From an optimization exercise on the open Yosys and OpenROAD flow, aimed at small area, a short achievable clock period and few clock cycles per item; shortcuts taken in it are not production practice.
Function was checked by simulation only, so behaviour that the tests miss may differ from the original.

// alu_seq_responder
module alu_seq_responder (
  input  logic                clock,
  input  logic                clear,
  input  logic                in_valid,
  output logic                in_ready,
  input  logic [DATA_W-1:0]   a,
  input  logic [DATA_W-1:0]   b,
  input  logic [3:0]          op,
  output logic                out_valid,
  input  logic                out_ready,
  output logic [2*DATA_W-1:0] result,
  output logic                div_by_zero,
  output logic                illegal_op
);
Size: roughly 2900 cells after synthesis, ~180 flip-flops, about 140 I/O pins, about 19000 um2 of cells after synthesis.
clock: 6.0 ns
lec_check: 0
abc_area: 1
cap_margin: 20
core_margin: 2
core_utilization: 40
setup_slack_margin: 2.0
slew_margin: 20
run.sh (not shown) runs the stock make flow with config.mk's settings and CLKGATE_MAP_FILE= SYNTH_SCRIPT=/design/flow/synth_recipe.tcl, a recipe that flattens the netlist after the stock synthesis.
Testbench counts at the start, summed over its fixed seeds: cycles 12,033, items 3,200.
Then changed:
CORE_UTILIZATION = 45   (was 40)
The changed run finished clean.
Setup slack is better by 0.061 ns.
Cell count went down by 2.8%.
Count of clock-buffer cells in the layout went down by 1.
Via count went up by 0.54%.
Synthesized area does not change.
Wire length went down by 3.3%.
Then changed:
CORE_UTILIZATION = 50   (was 45)
TNS_END_PERCENT = 10   (was not set)
Effect: The new run finished clean; final cell count is unchanged; design area barely changes; sequential cell count is unchanged; utilization goes up by 5.8 points; hold slack improves by 0.022 ns; wire length is higher by 0.99%; die area shrinks by about 10%; global-route usage came out higher by 3.6 points.
Then changed:
ABC_AREA = not set   (was 1)
CORE_UTILIZATION = 40   (was 50)
SETUP_SLACK_MARGIN = 1.5   (was 2.0)
TNS_END_PERCENT = not set   (was 10)
Outcome: The new run finished with timing, DRC and antenna clean. Via count is lower by 14%. Critical path depth went down by 1.
Then changed:
ABC_AREA = 1   (was not set)
CORE_UTILIZATION = 50   (was 40)
SETUP_SLACK_MARGIN = 2.0   (was 1.5)
What happened: The new run went through all stages and came out clean; final cell count climbs by 15%; clock-buffer cell count drops by 3; setup slack improved by 0.38 ns; non-clock buffer count drops by 81; routed wire length climbs by 2.0%; die area drops by 20%; sequential share of layout area drops by 0.72 points.

* * *

alu_seq_responder, a different RTL version from the one above (not shown whole).
For scale: ~2900 cells after synthesis, about 180 flip-flops, about 140 I/O pins, about 19000 um2 of cells after synthesis.
clock: 6.0 ns
lec_check: 0
abc_area: 1
cap_margin: 20
core_margin: 2
core_utilization: 45
setup_slack_margin: 2.0
slew_margin: 20
Testbench counts at the start, summed over its fixed seeds: cycles 12,033, items 3,200.
Then changed:
CORE_UTILIZATION = 50   (was 45)
SETUP_SLACK_MARGIN = 1.75   (was 2.0)
Effect:
- The new run produced a clean layout
- routed wire length drops by 9.6%
- hold slack improves by 0.015 ns
- worst setup slack degrades by 0.23 ns
- area after synthesis stays the same
- sequential share of layout area rose by 1.4 points

* * *

Setup of the previous run:
alu_seq_responder, a different RTL version from the one above (not shown whole).
For scale: ~140 I/O pins.
Settings: LEC_CHECK=0, CAP_MARGIN=20, CORE_MARGIN=2, CORE_UTILIZATION=40, SLEW_MARGIN=20; clock period 6.0 ns.
The previous run closes out successfully: all stages finished, all timing, DRC and antenna checks passed.
Testbench counts of the previous run, summed over its fixed seeds: cycles 12,033, items 3,200.
For the current run, these inputs were changed with respect to the previous run:
Settings: SETUP_SLACK_MARGIN now 2.5, previously not set; ABC_AREA now 1, previously not set.
[summary]
The current run reached the final stage; the timing, DRC and antenna checks on its layout passed.
The previous run reports its worst setup path endpoint as ra[25] while the current run reports rb[28].
Of the current run and the previous run, the current run shows the lower pin count of the biggest net entering global routing, with the previous run above it.
Compared with the previous run, in the current run average wire per cell in the routed design lower; transition time at the pin with the least slew margin higher; routed wire length higher; path length in cells of the critical path higher.

* * *

Setup of job 101:
RTL: one of the versions met above, not the one the previous note started from.
For scale: roughly 2900 cells after synthesis, ~180 flip-flops, ~140 I/O pins, roughly 0.019 mm^2 of cells after synthesis.
make LEC_CHECK=0 ABC_AREA=1 CAP_MARGIN=20 CORE_MARGIN=2 CORE_UTILIZATION=40 SETUP_SLACK_MARGIN=2.0 SLEW_MARGIN=20 finish   # period 6.0 ns
Job 101: full flow OK, the timing, DRC and antenna checks passed
Testbench counts of job 101, summed over its fixed seeds: cycles 12,033, items 3,200.
The following lists how job 102 was set up differently from job 101:
Settings: changing CORE_UTILIZATION from 40 to 50; setting TNS_END_PERCENT to 10 for the first time.
==> run summary <==
For job 102 and job 101, there was not a single run that failed to finish clean. Compared with job 101, job 102 shows a higher total number of cells along the worst setup path. As far as clock buffer count from CTS goes, job 101 and job 102 are indistinguishable; the numbers are identical. Measured against each other, job 102 and job 101 differ in worst slew slack as a fraction of its limit, the lower figure coming from job 102. Sequential share of layout area was lower in job 101 than in job 102. In the reports for job 102 and job 101, the larger floorplan die width belongs to job 101. Initial core utilization is lower on job 101. Measured against job 101, the per-cell via count in the routed design of job 102 comes out at 1.08 times the reference value. Looking at non-clock buffer instance count of the final layout, job 102 sits 37 lower than job 101 does.
Input changes introduced in job 103 (baseline for comparison: job 102):
Settings: TNS_END_PERCENT no longer set, was 10; CORE_UTILIZATION now 55, was 50.
### Flow results
- Both conditions hold for job 103: the flow ran to the end and the final layout passed the timing, DRC and antenna checks.
- Job 102 → job 103: final worst clock skew shows an increase of 0.0037 ns; setup slack decreased by 0.20 ns relative to the old numbers; number of ordinary and repair buffers in the finished layout rose 19.
- Comparing job 102 against job 103, there is no change at all in flip-flop and latch count.
- Job 103 vs job 102, cell count after placement went down by about 1.6%.
- Job 102 and job 103 ended up with nearly the same synthesized area per cell.
- Between job 102 and job 103, the routing usage on met3 is lower for job 102.
- Job 103 vs job 102: worst path buffer plus inverter count up in job 103
- Re sum of routed wire length over all layers: job 102 was higher than job 103.
- Final cell area excluding filler cells ended up 1.1% higher on job 103 than on job 102.

## separate check: timing with driven ports
No port has a modelled driver above. Below, the same layouts with a new extraction and two added sets of constraints. Step 1, drivers: a clkbuf_16 drives clock and a buf_2 each remaining input, both assumed. Step 2 times the ports against the registers' clock, not the clock port: input delays grow and output delays shrink by t, the midpoint of the rising clock arrivals with the driver on. Three values: no drivers, after step 1, after step 2; two values: the first two.
| run | t (ns) | slack for setup (ns) | worst hold slack (ns) | latest minus earliest clock arrival (ns) | worst slew at a driven data input, ns |
|---|---|---|---|---|---|
| the first run of note 1 | 0.567 | 1.901 / 1.901 / 1.578 | 0.424 / 0.424 / 0.424 | 0.020 / 0.021 | 0.05 |
| the second run of note 1 | 0.550 | 1.962 / 1.962 / 1.623 | 0.432 / 0.432 / 0.432 | 0.019 / 0.019 | 0.04 |
| the third run of note 1 | 0.558 | 1.610 / 1.610 / 1.401 | 0.454 / 0.454 / 0.454 | 0.019 / 0.018 | 0.05 |
| the fourth run of note 1 | 0.524 | 1.473 / 1.473 / 1.446 | 0.434 / 0.434 / 0.434 | 0.015 / 0.015 | 0.06 |
| the fifth run of note 1 | 0.556 | 1.856 / 1.856 / 1.544 | 0.449 / 0.449 / 0.449 | 0.014 / 0.014 | 0.04 |
| the first run of note 2 | 0.565 | 1.857 / 1.876 / 1.333 | 0.422 / 0.422 / 0.422 | 0.017 / 0.017 | 0.05 |
| the second run of note 2 | 0.546 | 1.628 / 1.628 / 1.452 | 0.437 / 0.437 / 0.437 | 0.019 / 0.018 | 0.06 |
| the previous run | 0.526 | 0.525 / 0.525 / 0.525 | 0.425 / 0.425 / 0.425 | 0.016 / 0.016 | 0.07 |
| the current run | 0.562 | 1.890 / 1.890 / 1.890 | 0.456 / 0.456 / 0.456 | 0.020 / 0.019 | 0.04 |
| job 101 | 0.555 | 1.892 / 1.892 / 1.632 | 0.426 / 0.426 / 0.426 | 0.017 / 0.018 | 0.05 |
| job 102 | 0.536 | 1.797 / 1.797 / 1.547 | 0.438 / 0.438 / 0.438 | 0.015 / 0.016 | 0.04 |
| job 103 | 0.518 | 1.596 / 1.596 / 1.565 | 0.421 / 0.421 / 0.421 | 0.019 / 0.019 | 0.05 |
After both steps every run listed still meets setup and hold. For the first run of note 2, which loses most, drivers alone change the setup slack by +0.019 ns; drivers and shift together by -0.524 ns.
